This is an optimization exercise on Yosys and OpenROAD, whose aim is small area, a short achievable clock period and few clock cycles per item, not a production implementation.
In this exercise RTL edits were held to simulation tests only and were not proved equivalent to the original.
Power and IR drop assume default switching activity.

==> job 4944 <==
==> flow/design.v <==
package rvIsaPkg;
    localparam int xlen     = 32;
    localparam int regAddrW = 5;
    localparam logic [6:0] opOp     = 7'b0110011;
    localparam logic [6:0] opOpImm  = 7'b0010011;
    localparam logic [6:0] opLui    = 7'b0110111;
    localparam logic [6:0] opBranch = 7'b1100011;
    localparam logic [2:0] f3AddSub = 3'b000;
    localparam logic [2:0] f3Slt    = 3'b010;
    localparam logic [2:0] f3Xor    = 3'b100;
    localparam logic [2:0] f3Or     = 3'b110;
    localparam logic [2:0] f3And    = 3'b111;
    localparam logic [2:0] f3Beq    = 3'b000;
    localparam logic [2:0] f3Bne    = 3'b001;
    localparam logic [6:0] f7Base = 7'b0000000;
    localparam logic [6:0] f7Sub  = 7'b0100000;
    typedef union packed {
        struct packed {
            logic [6:0] funct7;
            logic [4:0] rs2;
            logic [4:0] rs1;
            logic [2:0] funct3;
            logic [4:0] rd;
            logic [6:0] opcode;
        } r;
        struct packed {
            logic [11:0] imm12;
            logic [4:0]  rs1;
            logic [2:0]  funct3;
            logic [4:0]  rd;
            logic [6:0]  opcode;
        } i;
        struct packed {
            logic [19:0] imm20;
            logic [4:0]  rd;
            logic [6:0]  opcode;
        } u;
        struct packed {
            logic       imm12;
            logic [5:0] imm10to5;
            logic [4:0] rs2;
            logic [4:0] rs1;
            logic [2:0] funct3;
            logic [3:0] imm4to1;
            logic       imm11;
            logic [6:0] opcode;
        } b;
    } rvInstr;
endpackage
package coreCfgPkg;
    localparam int aluFuncW = 3;
    localparam logic [aluFuncW-1:0] aluAdd   = 3'd0;
    localparam logic [aluFuncW-1:0] aluSub   = 3'd1;
    localparam logic [aluFuncW-1:0] aluAnd   = 3'd2;
    localparam logic [aluFuncW-1:0] aluOr    = 3'd3;
    localparam logic [aluFuncW-1:0] aluXor   = 3'd4;
    localparam logic [aluFuncW-1:0] aluSlt   = 3'd5;
    localparam logic [aluFuncW-1:0] aluPassB = 3'd6;
    localparam logic fwdReg = 1'b0;
    localparam logic fwdWb  = 1'b1;
    localparam logic [31:0] resetPc = 32'h0000_0000;
endpackage
`timescale 1ns/1ps
module registerFile (
    input  logic        cpuClk,
    input  logic        rstN,
    input  logic [4:0]  rs,
    input  logic        rdEn,
    input  logic [31:0] orIn,
    input  logic [4:0]  wrAddr,
    input  logic        wrEn,
    input  logic [31:0] wrData,
    output logic [31:0] rdData
);
    logic [31:0] regs  [1:31];
    logic [31:1] valid;
    logic [31:1] wSel;
    logic [31:1] sel;
    always_comb begin
        for (int k = 1; k < 32; k++) begin
            wSel[k] = wrEn && (wrAddr == 5'(k));
            sel[k]  = rdEn && valid[k] && (rs == 5'(k));
        end
    end
    always_ff @(posedge cpuClk or negedge rstN) begin
        if (!rstN) valid <= '0;
        else       valid <= valid | wSel;
    end
    always_ff @(posedge cpuClk) begin
        for (int k = 1; k < 32; k++)
            if (wSel[k]) regs[k] <= wrData;
    end
    always_comb begin
        rdData = orIn;
        for (int k = 1; k < 32; k++)
            rdData = rdData | ({32{sel[k]}} & regs[k]);
    end
endmodule
`timescale 1ns/1ps
module rv32Core (
    input  logic        cpuClk,
    input  logic        rstN,
    output logic        wbCyc,
    output logic        wbStb,
    output logic [31:0] wbAdr,
    input  logic [31:0] wbDatI,
    input  logic        wbAck,
    output logic        retireValid,
    output logic [31:0] retirePc,
    output logic [4:0]  retireRd,
    output logic [31:0] retireData
);
    logic        reqOn;
    logic [31:1] adr;
    logic        discard;
    logic        taken;
    logic        redir;
    logic [31:1] target;
    logic [31:1] redirPc;
    logic [31:1] archPc;
    logic [31:1] pcNextW;
    logic        vR1, vR2, vE;
    logic [4:0]  rdE;
    logic [31:0] res;
    logic         capture;
    logic         predIn;
    logic [7:1]   offIn;
    logic [8:1]   lowSum;
    logic [31:8]  adrDec;
    logic [31:1]  targetIn;
    assign wbCyc = reqOn;
    assign wbStb = reqOn;
    assign wbAdr = {adr, 1'b0};
    assign capture  = reqOn && wbAck && !discard && !redir;
    assign predIn   = (wbDatI[6:0] == 7'b1100011) && (wbDatI[14:13] == 2'b00) &&
                      wbDatI[31] && wbDatI[7] && (wbDatI[30:28] == 3'b111);
    assign offIn    = {wbDatI[27:25], wbDatI[11:8]};
    assign lowSum   = {1'b0, adr[7:1]} + {1'b0, offIn};
    assign adrDec   = adr[31:8] - 24'd1;
    assign targetIn = {lowSum[8] ? adr[31:8] : adrDec, lowSum[7:1]};
    logic        useTgt;
    logic [31:1] adrOther;
    assign useTgt   = reqOn && wbAck && !discard && !redir && predIn;
    assign adrOther = !(reqOn && wbAck) ? adr :
                      redir             ? redirPc :
                      discard           ? (retireValid ? pcNextW : archPc) : adr + 31'd2;
    always_ff @(posedge cpuClk or negedge rstN) begin
        if (!rstN) begin
            reqOn   <= 1'b0;
            adr     <= '0;
            discard <= 1'b0;
        end else begin
            reqOn <= 1'b1;
            adr   <= useTgt ? targetIn : adrOther;
            if (reqOn && wbAck)      discard <= 1'b0;
            else if (reqOn && redir) discard <= 1'b1;
        end
    end
    logic [31:0] ir;
    always_ff @(posedge cpuClk) begin
        if (wbAck) ir <= wbDatI;
    end
    always_ff @(posedge cpuClk or negedge rstN) begin
        if (!rstN) begin
            vR1 <= 1'b0;
            vR2 <= 1'b0;
        end else begin
            vR1 <= capture;
            vR2 <= vR1 && !redir;
        end
    end
    logic [6:0] opc;
    logic [2:0] f3;
    logic [6:0] f7;
    logic       isOp, isImm, isLui, isBr, opOrImm, f7Ok, isSub;
    logic       dAdd, dSlt, dXor, dOr, dAnd, dWr;
    logic [31:0] immD;
    logic [31:0] opA, opB;
    assign opc = ir[6:0];
    assign f3  = ir[14:12];
    assign f7  = ir[31:25];
    assign isOp    = (opc == 7'b0110011);
    assign isImm   = (opc == 7'b0010011);
    assign isLui   = (opc == 7'b0110111);
    assign isBr    = (opc == 7'b1100011) && (f3[2:1] == 2'b00);
    assign isSub   = isOp && (f7 == 7'b0100000) && (f3 == 3'b000);
    assign f7Ok    = isImm || (f7 == 7'b0000000) || isSub;
    assign opOrImm = (isOp || isImm) && f7Ok;
    assign dAdd = isLui || (opOrImm && f3 == 3'b000);
    assign dSlt = opOrImm && f3 == 3'b010;
    assign dXor = opOrImm && f3 == 3'b100;
    assign dOr  = opOrImm && f3 == 3'b110;
    assign dAnd = opOrImm && f3 == 3'b111;
    assign dWr  = dAdd || dSlt || dXor || dOr || dAnd;
    assign immD = isLui ? {ir[31:12], 12'b0} : {{20{ir[31]}}, ir[31:20]};
    logic [31:0] rdPort;
    logic [4:0]  portAddr;
    logic [4:0]  rdNow;
    logic        useImm, immR2, fixAR2, fixBR2;
    assign useImm = isImm || isLui;
    assign rdNow  = vE ? rdE : retireRd;
    always_ff @(posedge cpuClk) begin
        portAddr <= vR1 ? ir[24:20] : wbDatI[19:15];
        immR2    <= vR1 && useImm;
        fixAR2   <= vR1 && (rdNow != 5'd0) && (rdNow == ir[19:15]);
        fixBR2   <= vR1 && !useImm && (rdNow != 5'd0) && (rdNow == ir[24:20]);
    end
    registerFile i_registerFile (
        .cpuClk(cpuClk), .rstN(rstN),
        .rs(portAddr),
        .rdEn(!(immR2 || fixBR2)),
        .orIn(({32{immR2}} & immD) | ({32{fixBR2}} & retireData)),
        .wrAddr(retireRd), .wrEn(retireValid), .wrData(retireData),
        .rdData(rdPort)
    );
    logic        cin, sAdd, sSlt, sXor, sOr, sAnd, brE, bneE;
    logic [12:1] immE;
    logic        predE;
    always_ff @(posedge cpuClk or negedge rstN) begin
        if (!rstN) vE <= 1'b0;
        else       vE <= vR2 && !redir;
    end
    always_ff @(posedge cpuClk) begin
        if (vR2) immE <= {ir[31], ir[7], ir[30:25], ir[11:8]};
    end
    always_ff @(posedge cpuClk) begin
        opA  <= vR2 ? (isLui ? 32'd0 : (fixAR2 ? retireData : opA)) : rdPort;
        opB  <= rdPort ^ {32{isSub || dSlt}};
        cin  <= isSub || dSlt;
        sAdd <= dAdd;
        sSlt <= dSlt;
        sXor <= dXor;
        sOr  <= dOr;
        sAnd <= dAnd;
        brE  <= isBr;
        bneE <= f3[0];
        rdE  <= dWr ? ir[11:7] : 5'd0;
    end
    logic [31:0] sum;
    logic [32:0] sumC;
    logic        slt;
    assign sumC = {opA, 1'b1} + {opB, cin};
    assign sum  = sumC[32:1];
    assign slt  = (opA[31] == opB[31]) ? opA[31] : sum[31];
    assign res  = ({32{sAdd}} & sum) | ({32{sXor}} & (opA ^ opB)) |
                  ({32{sOr}} & (opA | opB)) | ({32{sAnd}} & (opA & opB)) |
                  {31'd0, sSlt & slt};
    assign taken   = vE && brE && ((opA == opB) != bneE);
    assign target  = archPc + {{19{immE[12]}}, immE};
    assign predE   = &immE[12:8];
    assign redir   = vE && brE && (taken != predE);
    assign redirPc = predE ? archPc + 31'd2 : target;
    logic takenW;
    assign pcNextW  = takenW ? target : archPc + 31'd2;
    assign retirePc = {archPc, 1'b0};
    always_ff @(posedge cpuClk or negedge rstN) begin
        if (!rstN) begin
            archPc      <= '0;
            takenW      <= 1'b0;
            retireValid <= 1'b0;
            retireRd    <= 5'd0;
        end else begin
            retireValid <= vE;
            takenW      <= taken;
            if (retireValid) archPc <= pcNextW;
            if (vE) retireRd <= rdE;
        end
    end
    always_ff @(posedge cpuClk) begin
        if (vE) retireData <= res;
    end
endmodule
==> flow/run.sh <==
#!/bin/bash
# synth_recipe.tcl (not shown) runs the flow's synth.tcl, then flattens the netlist and writes it again
# the make line also repeats each setting of config.mk as NAME=value (left out here)
make -C /OpenROAD-flow-scripts/flow DESIGN_CONFIG=/design/flow/config.mk WORK_HOME=/design/flow/orfs CLKGATE_MAP_FILE= SYNTH_SCRIPT=/design/flow/synth_recipe.tcl finish
==> flow/config.mk <==
export PLATFORM = sky130hd
export DESIGN_NAME = rv32Core
export DESIGN_NICKNAME = rv32Core
export VERILOG_FILES = /design/flow/design.v
export SDC_FILE = /design/flow/constraint.sdc
export NUM_CORES = 4
export LEC_CHECK = 0
export CAP_MARGIN = 20
export CORE_MARGIN = 2
export CORE_UTILIZATION = 50
export CTS_CLUSTER_DIAMETER = 100
export CTS_CLUSTER_SIZE = 30
export PLACE_DENSITY = 0.65
export SETUP_SLACK_MARGIN = 5
export SLEW_MARGIN = 20
export TNS_END_PERCENT = 0
==> flow/constraint.sdc <==
create_clock -name core_clock -period 8.0 [get_ports {cpuClk}]
set_input_delay 1.6000 -clock core_clock [delete_from_list [all_inputs] [get_ports {cpuClk}]]
set_output_delay 1.6000 -clock core_clock [all_outputs]
set_load 0.01 [all_outputs]
==> inputs of job 9935, as changes to job 4944 <==
==> flow/design.v, changed modules only <==
module registerFile (
    input  logic        cpuClk,
    input  logic        rstN,
    input  logic [4:0]  rs,
    input  logic [4:0]  wrAddr,
    input  logic        wrEn,
    input  logic [31:0] wrData,
    output logic [31:0] rdData
);
    logic [31:0] regs  [1:31];
    logic [31:1] valid;
    logic [31:1] wSel;
    logic [31:1] sel;
    always_comb begin
        for (int k = 1; k < 32; k++) begin
            wSel[k] = wrEn && (wrAddr == 5'(k));
            sel[k]  = valid[k] && (rs == 5'(k));
        end
    end
    always_ff @(posedge cpuClk or negedge rstN) begin
        if (!rstN) valid <= '0;
        else       valid <= valid | wSel;
    end
    always_ff @(posedge cpuClk) begin
        for (int k = 1; k < 32; k++)
            if (wSel[k]) regs[k] <= wrData;
    end
    always_comb begin
        rdData = '0;
        for (int k = 1; k < 32; k++)
            rdData = rdData | ({32{sel[k]}} & regs[k]);
    end
endmodule
module rv32Core (
    input  logic        cpuClk,
    input  logic        rstN,
    output logic        wbCyc,
    output logic        wbStb,
    output logic [31:0] wbAdr,
    input  logic [31:0] wbDatI,
    input  logic        wbAck,
    output logic        retireValid,
    output logic [31:0] retirePc,
    output logic [4:0]  retireRd,
    output logic [31:0] retireData
);
    logic        reqOn;
    logic [31:1] adr;
    logic        discard;
    logic        taken;
    logic [31:1] target;
    logic [31:1] archPc;
    logic        vE;
    logic [4:0]  rdE;
    logic [31:0] res;
    assign wbCyc = reqOn;
    assign wbStb = reqOn;
    assign wbAdr = {adr, 1'b0};
    logic        capture;
    logic        predIn;
    logic        redir;
    logic [31:1] newPc;
    logic [11:0] offIn;
    logic [12:0] lowSum;
    logic [31:13] adrDec;
    logic [31:1] targetIn;
    assign capture = reqOn && wbAck && !discard && !redir;
    assign predIn  = (wbDatI[6:0] == 7'b1100011) && (wbDatI[14:13] == 2'b00) && wbDatI[31];
    assign offIn   = {wbDatI[31], wbDatI[7], wbDatI[30:25], wbDatI[11:8]};
    assign lowSum  = {1'b0, adr[12:1]} + {1'b0, offIn};
    assign adrDec  = adr[31:13] - 19'd1;
    assign targetIn = {lowSum[12] ? adr[31:13] : adrDec, lowSum[11:0]};
    always_ff @(posedge cpuClk or negedge rstN) begin
        if (!rstN) begin
            reqOn   <= 1'b0;
            adr     <= '0;
            discard <= 1'b0;
        end else begin
            reqOn <= 1'b1;
            if (reqOn && wbAck) begin
                discard <= 1'b0;
                if (redir)        adr <= newPc;
                else if (discard) adr <= archPc;
                else if (predIn)  adr <= targetIn;
                else              adr <= adr + 31'd2;
            end else if (reqOn && redir) begin
                discard <= 1'b1;
            end
        end
    end
    logic [31:0] ir;
    logic        vD;
    always_ff @(posedge cpuClk) ir <= wbDatI;
    always_ff @(posedge cpuClk or negedge rstN) begin
        if (!rstN) vD <= 1'b0;
        else       vD <= capture;
    end
    logic [6:0] opc;
    logic [2:0] f3;
    logic [6:0] f7;
    logic       isOp, isImm, isLui, isBr, opOrImm, f7Ok, isSub;
    logic       dAdd, dSlt, dXor, dOr, dAnd, dWr;
    logic [31:0] immD, opAD, opBD;
    logic [31:0] opA, opB;
    assign opc = ir[6:0];
    assign f3  = ir[14:12];
    assign f7  = ir[31:25];
    assign isOp    = (opc == 7'b0110011);
    assign isImm   = (opc == 7'b0010011);
    assign isLui   = (opc == 7'b0110111);
    assign isBr    = (opc == 7'b1100011) && (f3[2:1] == 2'b00);
    assign isSub   = isOp && (f7 == 7'b0100000) && (f3 == 3'b000);
    assign f7Ok    = isImm || (f7 == 7'b0000000) || isSub;
    assign opOrImm = (isOp || isImm) && f7Ok;
    assign dAdd = isLui || (opOrImm && f3 == 3'b000);
    assign dSlt = opOrImm && f3 == 3'b010;
    assign dXor = opOrImm && f3 == 3'b100;
    assign dOr  = opOrImm && f3 == 3'b110;
    assign dAnd = opOrImm && f3 == 3'b111;
    assign dWr  = dAdd || dSlt || dXor || dOr || dAnd;
    assign immD = isLui ? {ir[31:12], 12'b0} : {{20{ir[31]}}, ir[31:20]};
    logic [31:0] rdPort;
    logic        fixA, fixB;
    registerFile i_registerFile (
        .cpuClk(cpuClk), .rstN(rstN),
        .rs(vD ? ir[24:20] : wbDatI[19:15]),
        .wrAddr(retireRd), .wrEn(retireValid), .wrData(retireData),
        .rdData(rdPort)
    );
    assign fixA = (retireRd != 5'd0) && (retireRd == ir[19:15]);
    assign fixB = (retireRd != 5'd0) && (retireRd == ir[24:20]);
    assign opAD = isLui ? 32'd0 : (fixA ? retireData : opA);
    assign opBD = ((isImm || isLui) ? immD : (fixB ? retireData : rdPort)) ^ {32{isSub || dSlt}};
    logic        cin, sAdd, sSlt, sXor, sOr, sAnd, brE, bneE;
    logic [12:1] immE;
    always_ff @(posedge cpuClk or negedge rstN) begin
        if (!rstN) vE <= 1'b0;
        else       vE <= vD && !redir;
    end
    always_ff @(posedge cpuClk) begin
        opA  <= vD ? opAD : rdPort;
        opB  <= opBD;
        cin  <= isSub || dSlt;
        sAdd <= dAdd;
        sSlt <= dSlt;
        sXor <= dXor;
        sOr  <= dOr;
        sAnd <= dAnd;
        brE  <= isBr;
        bneE <= f3[0];
        rdE  <= dWr ? ir[11:7] : 5'd0;
        immE <= {ir[31], ir[7], ir[30:25], ir[11:8]};
    end
    logic [31:0] sum;
    logic        slt;
    logic [32:0] sumC;
    assign sumC = {opA, 1'b1} + {opB, cin};
    assign sum  = sumC[32:1];
    assign slt = (opA[31] == opB[31]) ? opA[31] : sum[31];
    assign res = ({32{sAdd}} & sum) | ({32{sXor}} & (opA ^ opB)) |
                 ({32{sOr}} & (opA | opB)) | ({32{sAnd}} & (opA & opB)) |
                 {31'd0, sSlt & slt};
    assign taken  = vE && brE && ((opA == opB) != bneE);
    assign target = archPc + {{19{immE[12]}}, immE};
    assign newPc  = taken ? target : archPc + 31'd2;
    assign redir  = vE && brE && (taken != immE[12]);
    always_ff @(posedge cpuClk or negedge rstN) begin
        if (!rstN) begin
            archPc      <= '0;
            retireValid <= 1'b0;
            retireRd    <= 5'd0;
        end else begin
            retireValid <= vE;
            if (vE) begin
                archPc   <= newPc;
                retireRd <= rdE;
            end
        end
    end
    always_ff @(posedge cpuClk) begin
        retirePc <= {archPc, 1'b0};
        if (vE) retireData <= res;
    end
endmodule
- CORE_UTILIZATION: 50 -> 40
- CTS_CLUSTER_DIAMETER: 100 -> default
- CTS_CLUSTER_SIZE: 30 -> default
- PLACE_DENSITY: 0.65 -> 0.6
- SETUP_SLACK_MARGIN: 5 -> default
- TNS_END_PERCENT: 0 -> default
==> inputs of job 9647, as changes to job 4944 <==
- CORE_UTILIZATION: 50 -> 40
- PLACE_DENSITY: 0.65 -> 0.6
==> run summary <==
Outcome: job 4944 complete, no violations; job 9647 complete, no violations; job 9935 complete, no violations
Total of clock buffers placed in the layout: job 4944 81; job 9647 63; job 9935 174
CP max stage cell: job 4944 nor3_4; job 9647 nor4_2; job 9935 nor4_1
Count of clock tree sinks: job 4944 1258; job 9647 1258; job 9935 1279
Area taken by multi-input logic gates: job 4944 16700 µm²; job 9647 16800 µm²; job 9935 15200 µm²
Register area: job 4944 36800 µm²; job 9647 36800 µm²; job 9935 36700 µm²
Worst-case clock skew: job 4944 33.5 ps; job 9647 69.7 ps; job 9935 57.0 ps
Capturing instance or port of the critical path: job 4944 opA[16]; job 9647 opA[30]; job 9935 adr[31]
Worst r2r dst: job 4944 opA[16]; job 9647 opA[30]; job 9935 adr[31]
Layout area overhead: job 4944 15.3%; job 9647 18.5%; job 9935 15.0%
Sum of net half-perimeters after detailed placement: job 4944 111000 µm; job 9647 111000 µm; job 9935 106000 µm
Met1 usage: job 4944 50.3%; job 9647 40.3%; job 9935 36.1%
Combinational cell fraction of total power: job 4944 10.0%; job 9647 10.5%; job 9935 6.4%
Fraction of power consumed by the clock network: job 4944 27.9%; job 9647 29.1%; job 9935 43.0%
Fraction of area in multi-input gates: job 4944 27.1%; job 9647 26.6%; job 9935 24.8%
Average wire length per cell after detail routing: job 4944 35.7 µm; job 9647 34.3 µm; job 9935 32.4 µm
Number of rows created at floorplan: job 4944 119; job 9647 133; job 9935 133
Reported clock group power: job 4944 3.30 mW; job 9647 3.51 mW; job 9935 6.35 mW
Summed area of non-filler cells in the final layout: job 4944 61500 µm²; job 9647 63200 µm²; job 9935 61300 µm²
Testbench counts of job 4944, summed over its fixed seeds: cycles 149,752, instructions 72,000.
Testbench counts of job 9935, summed over its fixed seeds: cycles 146,972, instructions 72,000.
Testbench counts of job 9647, summed over its fixed seeds: cycles 149,752, instructions 72,000.

re-timing with driven ports:
In the flow no input, the clock included, has a driving cell. The finished layouts below were timed again as built, in two steps.
Step 1 (the two cells are an assumption about what drives the block):
set clk [get_ports {cpuClk}]
set_driving_cell -lib_cell sky130_fd_sc_hd__clkbuf_16 $clk
set_driving_cell -lib_cell sky130_fd_sc_hd__buf_2 [delete_from_list [all_inputs] $clk]
Step 2 also shifts input and output timing later by t, the mid clock arrival at the registers, as if the neighbouring blocks saw the same clock.
Slacks: no drivers / after step 1 / after step 2; pairs: no drivers / after step 1.
run | shift t [ns] | setup slack, ns | hold slack, ns | worst setup path at the end | pins driven straight from the clock port
job 4944 | 0.774 | 4.668 / 4.633 / 3.988 | 0.451 / 0.451 / 0.451 | input to register | 1
job 9935 | 0.841 | 2.638 / 2.638 / 2.154 | 0.343 / 0.343 / 0.343 | input to register | 1
job 9647 | 0.788 | 4.712 / 4.695 / 4.035 | 0.443 / 0.443 / 0.443 | input to register | 1
After both steps every run listed still meets setup and hold. The setup slack of job 4944, which loses most, moves by -0.035 ns with the drivers and by -0.680 ns with both steps.
